Source: an optimization exercise on an open RTL-to-GDS flow (aim: small area, a short achievable clock period and few clock cycles per item). Production flows keep margins and buffers that such runs may drop. Function was checked by simulation only, so behaviour that the tests miss may differ from the original.

==> flow/design.v <==
`timescale 1ns/1ps
module int_reg_file (
  input  logic             clk_i,
  input  logic             rst_ni,
  input  logic [4:0]       raddr_a_i,
  input  logic [4:0]       raddr_b_i,
  output logic [32-1:0] rdata_a_o,
  output logic [32-1:0] rdata_b_o,
  input  logic             wr_valid_i,
  input  logic [4:0]       wr_rd_i,
  input  logic [32-1:0] wr_data_i
);
  logic [32*32-1:0] regs_q;
  assign regs_q[32-1:0] = '0;
  genvar g;
  generate
    for (g = 1; g < 32; g = g + 1) begin : gen_reg
      always_ff @(posedge clk_i or negedge rst_ni) begin
        if (!rst_ni) begin
          regs_q[g*32 +: 32] <= '0;
        end else if (wr_valid_i && wr_rd_i == g) begin
          regs_q[g*32 +: 32] <= wr_data_i;
        end
      end
    end
  endgenerate
  assign rdata_a_o = regs_q[raddr_a_i*32 +: 32];
  assign rdata_b_o = regs_q[raddr_b_i*32 +: 32];
endmodule
`timescale 1ns/1ps
module operand_bypass (
  input  logic [4:0]       de_rs1_i,
  input  logic [4:0]       de_rs2_i,
  input  logic [32-1:0] rf_rs1_i,
  input  logic [32-1:0] rf_rs2_i,
  input  logic             ex1_pending_i,
  input  logic [4:0]       ex1_rd_i,
  input  logic             ex1_data_valid_i,
  input  logic [32-1:0] ex1_data_i,
  input  logic             ex2_pending_i,
  input  logic [4:0]       ex2_rd_i,
  input  logic             ex2_data_valid_i,
  input  logic [32-1:0] ex2_data_i,
  output logic [32-1:0] rs1_o,
  output logic [32-1:0] rs2_o,
  output logic             data_hazard_o
);
  logic ex1_hit_rs1;
  logic ex2_hit_rs1;
  logic ex1_hit_rs2;
  logic ex2_hit_rs2;
  assign ex1_hit_rs1 = ex1_pending_i && ex1_rd_i == de_rs1_i && de_rs1_i != 5'd0;
  assign ex2_hit_rs1 = ex2_pending_i && ex2_rd_i == de_rs1_i && de_rs1_i != 5'd0;
  assign ex1_hit_rs2 = ex1_pending_i && ex1_rd_i == de_rs2_i && de_rs2_i != 5'd0;
  assign ex2_hit_rs2 = ex2_pending_i && ex2_rd_i == de_rs2_i && de_rs2_i != 5'd0;
  always_comb begin
    rs1_o = rf_rs1_i;
    rs2_o = rf_rs2_i;
    data_hazard_o = 1'b0;
    if (ex2_hit_rs1) begin
      if (ex2_data_valid_i) begin
        rs1_o = ex2_data_i;
      end else begin
        data_hazard_o = 1'b1;
      end
    end
    if (ex1_hit_rs1) begin
      if (ex1_data_valid_i) begin
        rs1_o = ex1_data_i;
      end else begin
        data_hazard_o = 1'b1;
      end
    end
    if (ex2_hit_rs2) begin
      if (ex2_data_valid_i) begin
        rs2_o = ex2_data_i;
      end else begin
        data_hazard_o = 1'b1;
      end
    end
    if (ex1_hit_rs2) begin
      if (ex1_data_valid_i) begin
        rs2_o = ex1_data_i;
      end else begin
        data_hazard_o = 1'b1;
      end
    end
  end
endmodule
`timescale 1ns/1ps
module iter_multiplier (
  input  logic             clk_i,
  input  logic             rst_ni,
  input  logic             req_valid_i,
  output logic             req_ready_o,
  input  logic [32-1:0] operand_a_i,
  input  logic [32-1:0] operand_b_i,
  output logic             resp_valid_o,
  output logic [32-1:0] resp_data_o
);
  localparam int unsigned num_steps = 32 / 8;
  localparam int unsigned cnt_w = $clog2(num_steps);
  localparam int unsigned last_cnt = num_steps - 1;
  logic             busy_q;
  logic [cnt_w-1:0] cnt_q;
  logic             resp_valid_q;
  logic             accept;
  logic [32-1:0] acc_q, acc_d;
  logic [32-1:0] mcand_q;
  logic [32-1:0] mplier_q;
  assign req_ready_o = !busy_q;
  assign accept = req_valid_i && req_ready_o;
  always_comb begin
    acc_d = acc_q;
    for (int i = 0; i < 8; i++) begin
      if (mplier_q[i]) begin
        acc_d = acc_d + (mcand_q << i);
      end
    end
  end
  always_ff @(posedge clk_i or negedge rst_ni) begin
    if (!rst_ni) begin
      busy_q <= 1'b0;
      cnt_q <= '0;
      resp_valid_q <= 1'b0;
    end else begin
      resp_valid_q <= 1'b0;
      if (accept) begin
        busy_q <= 1'b1;
        cnt_q <= '0;
      end else if (busy_q) begin
        cnt_q <= cnt_q + 1'b1;
        if (cnt_q == last_cnt[cnt_w-1:0]) begin
          busy_q <= 1'b0;
          resp_valid_q <= 1'b1;
        end
      end
    end
  end
  always_ff @(posedge clk_i) begin
    if (accept) begin
      acc_q <= '0;
      mcand_q <= operand_a_i;
      mplier_q <= operand_b_i;
    end else if (busy_q) begin
      acc_q <= acc_d;
      mcand_q <= mcand_q << 8;
      mplier_q <= mplier_q >> 8;
    end
  end
  assign resp_valid_o = resp_valid_q;
  assign resp_data_o = acc_q;
endmodule
`timescale 1ns/1ps
module exec_pipe (
  input  logic             clk_i,
  input  logic             rst_ni,
  input  logic             issue_i,
  input  logic [32-1:0] de_pc_i,
  input  logic [2:0]       de_op_i,
  input  logic [4:0]       de_rd_i,
  input  logic [32-1:0] de_imm_i,
  input  logic [32-1:0] rs1_i,
  input  logic [32-1:0] rs2_i,
  input  logic             mul_valid_i,
  input  logic [32-1:0] mul_data_i,
  output logic             mul_req_o,
  output logic             ex1_pending_o,
  output logic [4:0]       ex1_rd_o,
  output logic             ex1_data_valid_o,
  output logic [32-1:0] ex1_data_o,
  output logic             ex2_pending_o,
  output logic [4:0]       ex2_rd_o,
  output logic             ex2_data_valid_o,
  output logic [32-1:0] ex2_data_o,
  output logic             ex1_ready_o,
  output logic [32-1:0] expected_pc_o,
  output logic             commit_valid_o,
  output logic [32-1:0] commit_pc_o,
  output logic [4:0]       commit_rd_o,
  output logic [32-1:0] commit_data_o
);
  logic             ex1_pending_q, ex1_pending_d;
  logic             ex1_select_q,  ex1_select_d;
  logic [4:0]       ex1_rd_q,      ex1_rd_d;
  logic [32-1:0] ex1_pc_q,      ex1_pc_d;
  logic [32-1:0] ex1_data_q,    ex1_data_d;
  logic             ex2_pending_q, ex2_pending_d;
  logic             ex2_select_q,  ex2_select_d;
  logic [4:0]       ex2_rd_q,      ex2_rd_d;
  logic [32-1:0] ex2_pc_q,      ex2_pc_d;
  logic [32-1:0] ex2_data_q,    ex2_data_d;
  logic [32-1:0] expected_pc_q, expected_pc_d;
  logic [32-1:0] operand_b;
  logic [32-1:0] link_pc;
  logic [32-1:0] target_pc;
  logic [32-1:0] alu_result;
  logic             branch_taken;
  logic             ex1_data_valid;
  logic [32-1:0] ex1_data;
  logic             ex2_data_valid;
  logic [32-1:0] ex2_data;
  logic             ex2_ready;
  assign operand_b    = rs2_i + de_imm_i;
  assign link_pc      = de_pc_i + 32'd4;
  assign target_pc    = de_pc_i + de_imm_i;
  assign branch_taken = rs1_i == rs2_i;
  always_comb begin
    case (de_op_i)
      3'd0: alu_result = rs1_i + operand_b;
      3'd1: alu_result = rs1_i - operand_b;
      3'd2: alu_result = rs1_i & operand_b;
      3'd3:  alu_result = rs1_i | operand_b;
      3'd4: alu_result = rs1_i ^ operand_b;
      default: alu_result = link_pc;
    endcase
  end
  assign mul_req_o = issue_i && de_op_i == 3'd5;
  assign ex2_ready   = !ex2_pending_q || ex2_data_valid;
  assign ex1_ready_o = ex2_ready || !ex1_pending_q;
  always_comb begin
    if (ex1_select_q == 1'b1) begin
      ex1_data_valid = mul_valid_i && ex2_select_q != 1'b1;
      ex1_data = mul_data_i;
    end else begin
      ex1_data_valid = 1'b1;
      ex1_data = ex1_data_q;
    end
  end
  always_comb begin
    ex1_pending_d = ex1_pending_q;
    ex1_select_d  = ex1_select_q;
    ex1_rd_d      = ex1_rd_q;
    ex1_pc_d      = ex1_pc_q;
    ex1_data_d    = ex1_data_q;
    expected_pc_d = expected_pc_q;
    if (ex1_data_valid) begin
      ex1_select_d = 1'b0;
      ex1_data_d = ex1_data;
    end
    if (ex2_ready) begin
      ex1_pending_d = 1'b0;
      ex1_select_d = 1'b0;
      ex1_rd_d = 5'd0;
    end
    if (issue_i) begin
      ex1_pending_d = 1'b1;
      ex1_select_d = (de_op_i == 3'd5) ? 1'b1 : 1'b0;
      ex1_rd_d = (de_op_i == 3'd6) ? 5'd0 : de_rd_i;
      ex1_pc_d = de_pc_i;
      ex1_data_d = alu_result;
      expected_pc_d = link_pc;
      if (de_op_i == 3'd7 || (de_op_i == 3'd6 && branch_taken)) begin
        expected_pc_d = target_pc;
      end
    end
  end
  always_comb begin
    if (ex2_select_q == 1'b1) begin
      ex2_data_valid = mul_valid_i;
      ex2_data = mul_data_i;
    end else begin
      ex2_data_valid = 1'b1;
      ex2_data = ex2_data_q;
    end
  end
  always_comb begin
    ex2_pending_d = ex2_pending_q;
    ex2_select_d  = ex2_select_q;
    ex2_rd_d      = ex2_rd_q;
    ex2_pc_d      = ex2_pc_q;
    ex2_data_d    = ex2_data_q;
    if (ex2_data_valid) begin
      ex2_pending_d = 1'b0;
      ex2_select_d = 1'b0;
      ex2_rd_d = 5'd0;
    end
    if (ex1_pending_q && ex2_ready) begin
      ex2_pending_d = ex1_pending_q;
      ex2_select_d  = ex1_select_q;
      ex2_rd_d      = ex1_rd_q;
      ex2_pc_d      = ex1_pc_q;
      ex2_data_d    = ex1_data_q;
      if (ex1_data_valid) begin
        ex2_select_d = 1'b0;
        ex2_data_d = ex1_data;
      end
    end
  end
  always_ff @(posedge clk_i or negedge rst_ni) begin
    if (!rst_ni) begin
      ex1_pending_q <= 1'b0;
      ex1_select_q  <= 1'b0;
      ex1_rd_q      <= 5'd0;
      ex1_pc_q      <= '0;
      ex1_data_q    <= '0;
      ex2_pending_q <= 1'b0;
      ex2_select_q  <= 1'b0;
      ex2_rd_q      <= 5'd0;
      ex2_pc_q      <= '0;
      ex2_data_q    <= '0;
      expected_pc_q <= 32'h0000_0000;
    end else begin
      ex1_pending_q <= ex1_pending_d;
      ex1_select_q  <= ex1_select_d;
      ex1_rd_q      <= ex1_rd_d;
      ex1_pc_q      <= ex1_pc_d;
      ex1_data_q    <= ex1_data_d;
      ex2_pending_q <= ex2_pending_d;
      ex2_select_q  <= ex2_select_d;
      ex2_rd_q      <= ex2_rd_d;
      ex2_pc_q      <= ex2_pc_d;
      ex2_data_q    <= ex2_data_d;
      expected_pc_q <= expected_pc_d;
    end
  end
  assign expected_pc_o = expected_pc_q;
  assign ex1_pending_o    = ex1_pending_q;
  assign ex1_rd_o         = ex1_rd_q;
  assign ex1_data_valid_o = ex1_data_valid;
  assign ex1_data_o       = ex1_data;
  assign ex2_pending_o    = ex2_pending_q;
  assign ex2_rd_o         = ex2_rd_q;
  assign ex2_data_valid_o = ex2_data_valid;
  assign ex2_data_o       = ex2_data;
  assign commit_valid_o = ex2_pending_q && ex2_data_valid;
  assign commit_pc_o    = ex2_pc_q;
  assign commit_rd_o    = ex2_rd_q;
  assign commit_data_o  = ex2_data;
endmodule
`timescale 1ns/1ps
module issue_ctrl (
  input  logic             clk_i,
  input  logic             rst_ni,
  input  logic             fetch_valid_i,
  output logic             fetch_ready_o,
  input  logic [32-1:0] fetch_pc_i,
  input  logic [2:0]       fetch_op_i,
  input  logic [4:0]       fetch_rd_i,
  input  logic [4:0]       fetch_rs1_i,
  input  logic [4:0]       fetch_rs2_i,
  input  logic [32-1:0] fetch_imm_i,
  input  logic             fetch_redirected_i,
  input  logic             data_hazard_i,
  input  logic             ex1_ready_i,
  input  logic             mul_ready_i,
  input  logic [32-1:0] expected_pc_i,
  output logic [32-1:0] de_pc_o,
  output logic [2:0]       de_op_o,
  output logic [4:0]       de_rd_o,
  output logic [4:0]       de_rs1_o,
  output logic [4:0]       de_rs2_o,
  output logic [32-1:0] de_imm_o,
  output logic             issue_o,
  output logic             redirect_valid_o,
  output logic [32-1:0] redirect_pc_o
);
  logic             de_valid_q;
  logic [32-1:0] de_pc_q;
  logic [2:0]       de_op_q;
  logic [4:0]       de_rd_q;
  logic [4:0]       de_rs1_q;
  logic [4:0]       de_rs2_q;
  logic [32-1:0] de_imm_q;
  logic             de_redirected_q;
  logic             de_ready;
  logic [1:0] state_q;
  logic [1:0] state_d;
  logic pc_mismatch;
  logic struct_hazard;
  logic control_hazard;
  assign fetch_ready_o = !de_valid_q || de_ready;
  always_ff @(posedge clk_i or negedge rst_ni) begin
    if (!rst_ni) begin
      de_valid_q <= 1'b0;
    end else if (fetch_valid_i && fetch_ready_o) begin
      de_valid_q <= 1'b1;
    end else if (de_valid_q && de_ready) begin
      de_valid_q <= 1'b0;
    end
  end
  always_ff @(posedge clk_i) begin
    if (fetch_valid_i && fetch_ready_o) begin
      de_pc_q         <= fetch_pc_i;
      de_op_q         <= fetch_op_i;
      de_rd_q         <= fetch_rd_i;
      de_rs1_q        <= fetch_rs1_i;
      de_rs2_q        <= fetch_rs2_i;
      de_imm_q        <= fetch_imm_i;
      de_redirected_q <= fetch_redirected_i;
    end
  end
  assign de_pc_o  = de_pc_q;
  assign de_op_o  = de_op_q;
  assign de_rd_o  = de_rd_q;
  assign de_rs1_o = de_rs1_q;
  assign de_rs2_o = de_rs2_q;
  assign de_imm_o = de_imm_q;
  assign struct_hazard = !ex1_ready_i || (de_op_q == 3'd5 && !mul_ready_i);
  assign pc_mismatch   = expected_pc_i != de_pc_q;
  always_comb begin
    case (state_q)
      2'd0: control_hazard = pc_mismatch;
      default:    control_hazard = !de_redirected_q;
    endcase
  end
  assign issue_o  = de_valid_q && !data_hazard_i && !struct_hazard && !control_hazard;
  assign de_ready = (!data_hazard_i && !struct_hazard) || control_hazard;
  assign redirect_valid_o = state_q == 2'd0 && de_valid_q && pc_mismatch;
  assign redirect_pc_o    = expected_pc_i;
  always_comb begin
    state_d = state_q;
    case (state_q)
      2'd0: begin
        if (redirect_valid_o) begin
          state_d = 2'd1;
        end
      end
      2'd1, 2'd2: begin
        if (issue_o) begin
          state_d = 2'd0;
        end
      end
      default: state_d = 2'd2;
    endcase
  end
  always_ff @(posedge clk_i or negedge rst_ni) begin
    if (!rst_ni) begin
      state_q <= 2'd2;
    end else begin
      state_q <= state_d;
    end
  end
endmodule
`timescale 1ns/1ps
module int_backend (
  input  logic             clk_i,
  input  logic             rst_ni,
  input  logic             fetch_valid_i,
  output logic             fetch_ready_o,
  input  logic [32-1:0] fetch_pc_i,
  input  logic [2:0]       fetch_op_i,
  input  logic [4:0]       fetch_rd_i,
  input  logic [4:0]       fetch_rs1_i,
  input  logic [4:0]       fetch_rs2_i,
  input  logic [32-1:0] fetch_imm_i,
  input  logic             fetch_redirected_i,
  output logic             redirect_valid_o,
  output logic [32-1:0] redirect_pc_o,
  output logic             commit_valid_o,
  output logic [32-1:0] commit_pc_o,
  output logic [4:0]       commit_rd_o,
  output logic [32-1:0] commit_data_o
);
  logic [32-1:0] de_pc;
  logic [2:0]       de_op;
  logic [4:0]       de_rd;
  logic [4:0]       de_rs1;
  logic [4:0]       de_rs2;
  logic [32-1:0] de_imm;
  logic [32-1:0] rf_rs1;
  logic [32-1:0] rf_rs2;
  logic [32-1:0] ex_rs1;
  logic [32-1:0] ex_rs2;
  logic             ex1_pending;
  logic [4:0]       ex1_rd;
  logic             ex1_data_valid;
  logic [32-1:0] ex1_data;
  logic             ex2_pending;
  logic [4:0]       ex2_rd;
  logic             ex2_data_valid;
  logic [32-1:0] ex2_data;
  logic             data_hazard;
  logic             ex1_ready;
  logic             issue;
  logic [32-1:0] expected_pc;
  logic             mul_req;
  logic             mul_ready;
  logic             mul_valid;
  logic [32-1:0] mul_data;
  issue_ctrl issue_ctrl_inst (
    .clk_i              (clk_i),
    .rst_ni             (rst_ni),
    .fetch_valid_i      (fetch_valid_i),
    .fetch_ready_o      (fetch_ready_o),
    .fetch_pc_i         (fetch_pc_i),
    .fetch_op_i         (fetch_op_i),
    .fetch_rd_i         (fetch_rd_i),
    .fetch_rs1_i        (fetch_rs1_i),
    .fetch_rs2_i        (fetch_rs2_i),
    .fetch_imm_i        (fetch_imm_i),
    .fetch_redirected_i (fetch_redirected_i),
    .data_hazard_i      (data_hazard),
    .ex1_ready_i        (ex1_ready),
    .mul_ready_i        (mul_ready),
    .expected_pc_i      (expected_pc),
    .de_pc_o            (de_pc),
    .de_op_o            (de_op),
    .de_rd_o            (de_rd),
    .de_rs1_o           (de_rs1),
    .de_rs2_o           (de_rs2),
    .de_imm_o           (de_imm),
    .issue_o            (issue),
    .redirect_valid_o   (redirect_valid_o),
    .redirect_pc_o      (redirect_pc_o)
  );
  int_reg_file int_reg_file_inst (
    .clk_i      (clk_i),
    .rst_ni     (rst_ni),
    .raddr_a_i  (de_rs1),
    .raddr_b_i  (de_rs2),
    .rdata_a_o  (rf_rs1),
    .rdata_b_o  (rf_rs2),
    .wr_valid_i (commit_valid_o),
    .wr_rd_i    (commit_rd_o),
    .wr_data_i  (commit_data_o)
  );
  operand_bypass operand_bypass_inst (
    .de_rs1_i         (de_rs1),
    .de_rs2_i         (de_rs2),
    .rf_rs1_i         (rf_rs1),
    .rf_rs2_i         (rf_rs2),
    .ex1_pending_i    (ex1_pending),
    .ex1_rd_i         (ex1_rd),
    .ex1_data_valid_i (ex1_data_valid),
    .ex1_data_i       (ex1_data),
    .ex2_pending_i    (ex2_pending),
    .ex2_rd_i         (ex2_rd),
    .ex2_data_valid_i (ex2_data_valid),
    .ex2_data_i       (ex2_data),
    .rs1_o            (ex_rs1),
    .rs2_o            (ex_rs2),
    .data_hazard_o    (data_hazard)
  );
  exec_pipe exec_pipe_inst (
    .clk_i            (clk_i),
    .rst_ni           (rst_ni),
    .issue_i          (issue),
    .de_pc_i          (de_pc),
    .de_op_i          (de_op),
    .de_rd_i          (de_rd),
    .de_imm_i         (de_imm),
    .rs1_i            (ex_rs1),
    .rs2_i            (ex_rs2),
    .mul_valid_i      (mul_valid),
    .mul_data_i       (mul_data),
    .mul_req_o        (mul_req),
    .ex1_pending_o    (ex1_pending),
    .ex1_rd_o         (ex1_rd),
    .ex1_data_valid_o (ex1_data_valid),
    .ex1_data_o       (ex1_data),
    .ex2_pending_o    (ex2_pending),
    .ex2_rd_o         (ex2_rd),
    .ex2_data_valid_o (ex2_data_valid),
    .ex2_data_o       (ex2_data),
    .ex1_ready_o      (ex1_ready),
    .expected_pc_o    (expected_pc),
    .commit_valid_o   (commit_valid_o),
    .commit_pc_o      (commit_pc_o),
    .commit_rd_o      (commit_rd_o),
    .commit_data_o    (commit_data_o)
  );
  iter_multiplier iter_multiplier_inst (
    .clk_i        (clk_i),
    .rst_ni       (rst_ni),
    .req_valid_i  (mul_req),
    .req_ready_o  (mul_ready),
    .operand_a_i  (ex_rs1),
    .operand_b_i  (ex_rs2),
    .resp_valid_o (mul_valid),
    .resp_data_o  (mul_data)
  );
endmodule
==> flow/run.sh <==
#!/bin/bash
# synth_recipe.tcl (not shown) runs the flow's synth.tcl, then flattens the netlist and writes it again
# the make line also repeats each setting of config.mk as NAME=value (left out here)
make -C /OpenROAD-flow-scripts/flow DESIGN_CONFIG=/design/flow/config.mk WORK_HOME=/design/flow/orfs CLKGATE_MAP_FILE= SYNTH_SCRIPT=/design/flow/synth_recipe.tcl finish
==> flow/config.mk <==
export PLATFORM = sky130hd
export DESIGN_NAME = int_backend
export DESIGN_NICKNAME = int_backend
export VERILOG_FILES = /design/flow/design.v
export SDC_FILE = /design/flow/constraint.sdc
export NUM_CORES = 4
export LEC_CHECK = 0
export CAP_MARGIN = 20
export CORE_MARGIN = 2
export CORE_UTILIZATION = 40
export SLEW_MARGIN = 20
==> flow/constraint.sdc <==
create_clock -name core_clock -period 15.5 [get_ports {clk_i}]
set_input_delay 3.1000 -clock core_clock [delete_from_list [all_inputs] [get_ports {clk_i}]]
set_output_delay 3.1000 -clock core_clock [all_outputs]
set_load 0.01 [all_outputs]
==> summary.txt <==
[synthesized netlist by cell type, types with 26 or more instances]
cell type and n:
sky130_fd_sc_hd__buf_2 81, sky130_fd_sc_hd__inv_1 239, sky130_fd_sc_hd__nor2b_1 67, sky130_fd_sc_hd__nand2b_1 61, sky130_fd_sc_hd__a21oi_1 1156, sky130_fd_sc_hd__xnor2_1 237, sky130_fd_sc_hd__o21a_1 54, sky130_fd_sc_hd__a21o_1 123
sky130_fd_sc_hd__a31oi_1 51, sky130_fd_sc_hd__buf_1 36, sky130_fd_sc_hd__o22ai_1 30, sky130_fd_sc_hd__o21ai_0 634, sky130_fd_sc_hd__dfrtp_1 1172, sky130_fd_sc_hd__xor2_1 152, sky130_fd_sc_hd__nor2_1 1110, sky130_fd_sc_hd__nor3_1 68
sky130_fd_sc_hd__mux2i_1 206, sky130_fd_sc_hd__nand2_1 894, sky130_fd_sc_hd__edfxtp_1 147, sky130_fd_sc_hd__o211ai_1 49, sky130_fd_sc_hd__ha_1 403, sky130_fd_sc_hd__dfxtp_1 32, sky130_fd_sc_hd__mux2_2 175, sky130_fd_sc_hd__clkbuf_1 479
sky130_fd_sc_hd__nor4_1 26, sky130_fd_sc_hd__nand3_1 100, sky130_fd_sc_hd__and3_1 49, sky130_fd_sc_hd__mux4_2 550, sky130_fd_sc_hd__and2_1 34, sky130_fd_sc_hd__or3_1 26, sky130_fd_sc_hd__o31ai_1 31, sky130_fd_sc_hd__o21bai_1 46
sky130_fd_sc_hd__nand4_1 39, sky130_fd_sc_hd__a22o_1 57, sky130_fd_sc_hd__a211oi_1 47
[metal layers]
layer | up-vias | wire length [um] | global-route usage
met5 | - | 129 | 0
met4 | 20 | 15500 | 0.125
met3 | 770 | 27200 | 0.0605
met2 | 3160 | 145000 | 0.440
met1 | 36600 | 129000 | 0.366
li1 | 32400 | - | -
[worst register-to-register path, delay by kind of cell, from the launching register on]
kind	cells	cell delay [ps]
xor+xnor	9	1260
mux	5	1380
flops	1	410
compound gates	32	6440
fa+ha+maj	9	3090
simple gates	13	1970
[per-stage QoR]
step                      cells  worst slack, ps  cell area (sq um)  hold slack [ps]
after floorplan            8988             2330              88400              439
after global placement    11700              663              93600              449
after detailed placement  11700              506              93600              452
after CTS                 12000              386              98700              466
after global routing      12000             10.5              98900              494
final                     12000              861              98900              465
[final cells by class]
| cell class | count | area, sq um | share of cell area |
|---|---|---|---|
| well taps | 2958 | 3700 | 0.0374 |
| repair buffers | 392 | 3670 | 0.0371 |
| inverters | 244 | 921 | 0.00931 |
| clock buffers | 206 | 4320 | 0.0437 |
| multi-input cells | 6750 | 51100 | 0.516 |
| diodes | 4 | 10.0 | 0.000101 |
| clock inverters | 58 | 798 | 0.00807 |
| flip-flops and latches | 1352 | 34400 | 0.348 |
[cell families (layout without fill, tap and decap cells)]
kind of cell	Yosys count	count (layout)	synth area share
multiplexers	932	932	0.186
flip-flops	1352	1352	0.389
other	0	4	0
AND/OR/NAND/NOR	2533	2533	0.121
AO/OA/AOI/OAI	2477	2477	0.163
buffers and inverters	886	900	0.0416
XOR/XNOR	394	394	0.0397
adder cells (fa/ha/maj)	414	414	0.0595
[worst paths after layout]
check / from / endpoint / slack (ps) / cells after the start
worst max-delay path: iter_multiplier_inst.mcand_q[0]$_SDFFCE_PN0P_ / iter_multiplier_inst.acc_q[31]$_SDFFE_PP0P_ / 860 / 68
worst min-delay path: exec_pipe_inst.ex1_pc_q[0]$_DFFE_PN0P_ / exec_pipe_inst.ex2_pc_q[0]$_DFFE_PN0P_ / 470 / 2
worst max register to register: iter_multiplier_inst.mcand_q[0]$_SDFFCE_PN0P_ / iter_multiplier_inst.acc_q[31]$_SDFFE_PP0P_ / 860 / 68
worst min register to register: exec_pipe_inst.ex1_pc_q[0]$_DFFE_PN0P_ / exec_pipe_inst.ex2_pc_q[0]$_DFFE_PN0P_ / 470 / 2
max in group asynchronous: rst_ni / int_reg_file_inst.regs_q[940]$_DFFE_PN0P_ / 9760 / 4
min in group asynchronous: rst_ni / exec_pipe_inst.ex1_pc_q[17]$_DFFE_PN0P_ / 2300 / 1
[what timing repair did]
action                                  4_1_cts  5_1_grt
setup buffers                                 0        2
endpoints found under the setup margin        0        4
gates resized for setup                       0       15
==> results.json <==
{
  "synth_cell_type_count": 100,
  "synth_top_area_cell": "sky130_fd_sc_hd__dfrtp_1",
  "synth.yosys.seq_area_share": 0.389,
  "grt_use_total": 0.278,
  "dp_hpwl_um": 209000,
  "synth_ff_type": "sky130_fd_sc_hd__dfrtp_1",
  "routedWlPerCell_um": 26.5,
  "post-route-min-period_ps": 14640,
  "chipWidth_um": 474,
  "row_count": 172,
  "h-tree-depth": 4,
  "postSynthAreaPerCell_sq_um": 9.84,
  "drt_iter0_drc": 7931,
  "outcome": "no timing/DRC/antenna violations",
  "antenna_found_initial": 16,
  "cts.sinks": 1352,
  "setup_repair_after_global_routing_missed_its_margin": "false",
  "via_count_of_the_first_global_routing_pass": 71100,
  "critPathKind": "reg2reg",
  "critPathMostFrequentCell": "sky130_fd_sc_hd__ha_1",
  "critical_path.slowest_cell": "sky130_fd_sc_hd__or4b_2",
  "synth.net_count": 9488,
  "max-slew-margin-rel": 0.160,
  "ys_seq_elements": 1352,
  "path_buf_inv": 0,
  "cp_data_required_time_ps": 16220,
  "vias_per_cell": 6.09,
  "worst_setup_path_start_kind": "flip-flop",
  "slew_violations": 0,
  "max_slew.worst_pin.slew_ps": 1250,
  "port-buffer-count": 189,
  "cts_root_buffer": "sky130_fd_sc_hd__clkbuf_16",
  "floorplan_die_height_um": 474,
  "totalNegativeSetupSlack_ps": 0,
  "netlist_instances": 8988,
  "path_max_fanout": 5,
  "finalNetCount": 9384,
  "synth_enable_flop_cells": 147,
  "final_antenna_net_count": 0,
  "cts_buffers": 144,
  "remaining_drc_errors": 0,
  "most_frequent_standard_cell_in_the_layout_excluding_fill_and_tap_cells": "sky130_fd_sc_hd__dfrtp_1",
  "endpoint_kind": "flip-flop",
  "number_of_filler_instances_in_the_final_layout": 20600,
  "post-synth-top-area-fraction": 0.332,
  "first_pass_grt_wire_length_um": 470000,
  "setup_viol": 0,
  "netlist_area_sq_mm": 0.0884,
  "hold_path_class": "reg2reg",
  "worst_setup_hold_path_clk_slew_ps": 70,
  "max-clock-path-buffers": 3,
  "yosysWarningCount": 5,
  "registers.top_by_ff_count": "int_reg_file_inst.regs_q",
  "max_freq_mhz": 68.3,
  "io-pin-count": 190,
  "finalHoldViolCount": 0,
  "netlist_top_cells_area": "sky130_fd_sc_hd__dfrtp_1 (33%), sky130_fd_sc_hd__mux4_2 (14%), sky130_fd_sc_hd__a21oi_1 (6.5%)",
  "initial_util": 0.402,
  "worst_skew_pair.late_latency_ps": 840,
  "global_route.overflow_total": 0,
  "drt_pass1_iterations": 9,
  "mostFrequentLayoutCells": "sky130_fd_sc_hd__dfrtp_1 (1170), sky130_fd_sc_hd__a21oi_1 (1155), sky130_fd_sc_hd__nor2_1 (1089)",
  "crit_path_arrival_time_ps": 15360,
  "core_area_sq_mm": 0.220,
  "die_area_sq_mm": 0.225,
  "final.setup_skew_ps": 59.5,
  "totalWireLength_um": 317000,
  "cp_peak_stage_delay_ps": 630,
  "asyncSetResetFlopFracSynth": 0.868,
  "finalWeightedCongestion": 0.997,
  "timing.final.crit_share": 0.944,
  "num_vias": 72900,
  "largest_register_ffs": 992,
  "tritoncts": "yes",
  "drv.max_cap_violation_count": 0,
  "synthToLayoutAreaGrowth_pct": 11.8,
  "final_core_utilization": 0.450,
  "drive_above_1_share": 0.146,
  "crit_family": "compound AO/OA/AOI/OAI gates",
  "ctsHoldBuffers": 0,
  "grt_max_degree": 187
}
Testbench counts, summed over its fixed seeds: cycles 17,926, instrs 12,000.

## static timing again, ports no longer ideal
The flow's constraints put no driver on any port. The routed layout listed below was extracted and timed again, unchanged, in two steps.
Step 1 (the two cells are an assumption about what drives the block):
set clk [get_ports {clk_i}]
set_driving_cell -lib_cell sky130_fd_sc_hd__clkbuf_16 $clk
set_driving_cell -lib_cell sky130_fd_sc_hd__buf_2 [delete_from_list [all_inputs] $clk]
Step 2 adds t to the input delays and takes it off the output delays; t is the mean of the earliest and latest rising clock arrival at the registers after step 1. Input paths then give back, and output paths get back, about the clock's delay inside the block.
Three values: no drivers, after step 1, after step 2; two values: the first two.
t, ns: 0.890
setup slack, ns: 0.861 / 0.861 / 0.861
hold WS [ns]: 0.465 / 0.465 / 0.465
worst register clock-pin slew, ns: 0.07 / 0.07
After both steps setup and hold are still met in this run. The setup slack of this run moves by 0.000 ns with the drivers and by 0.000 ns with both steps.
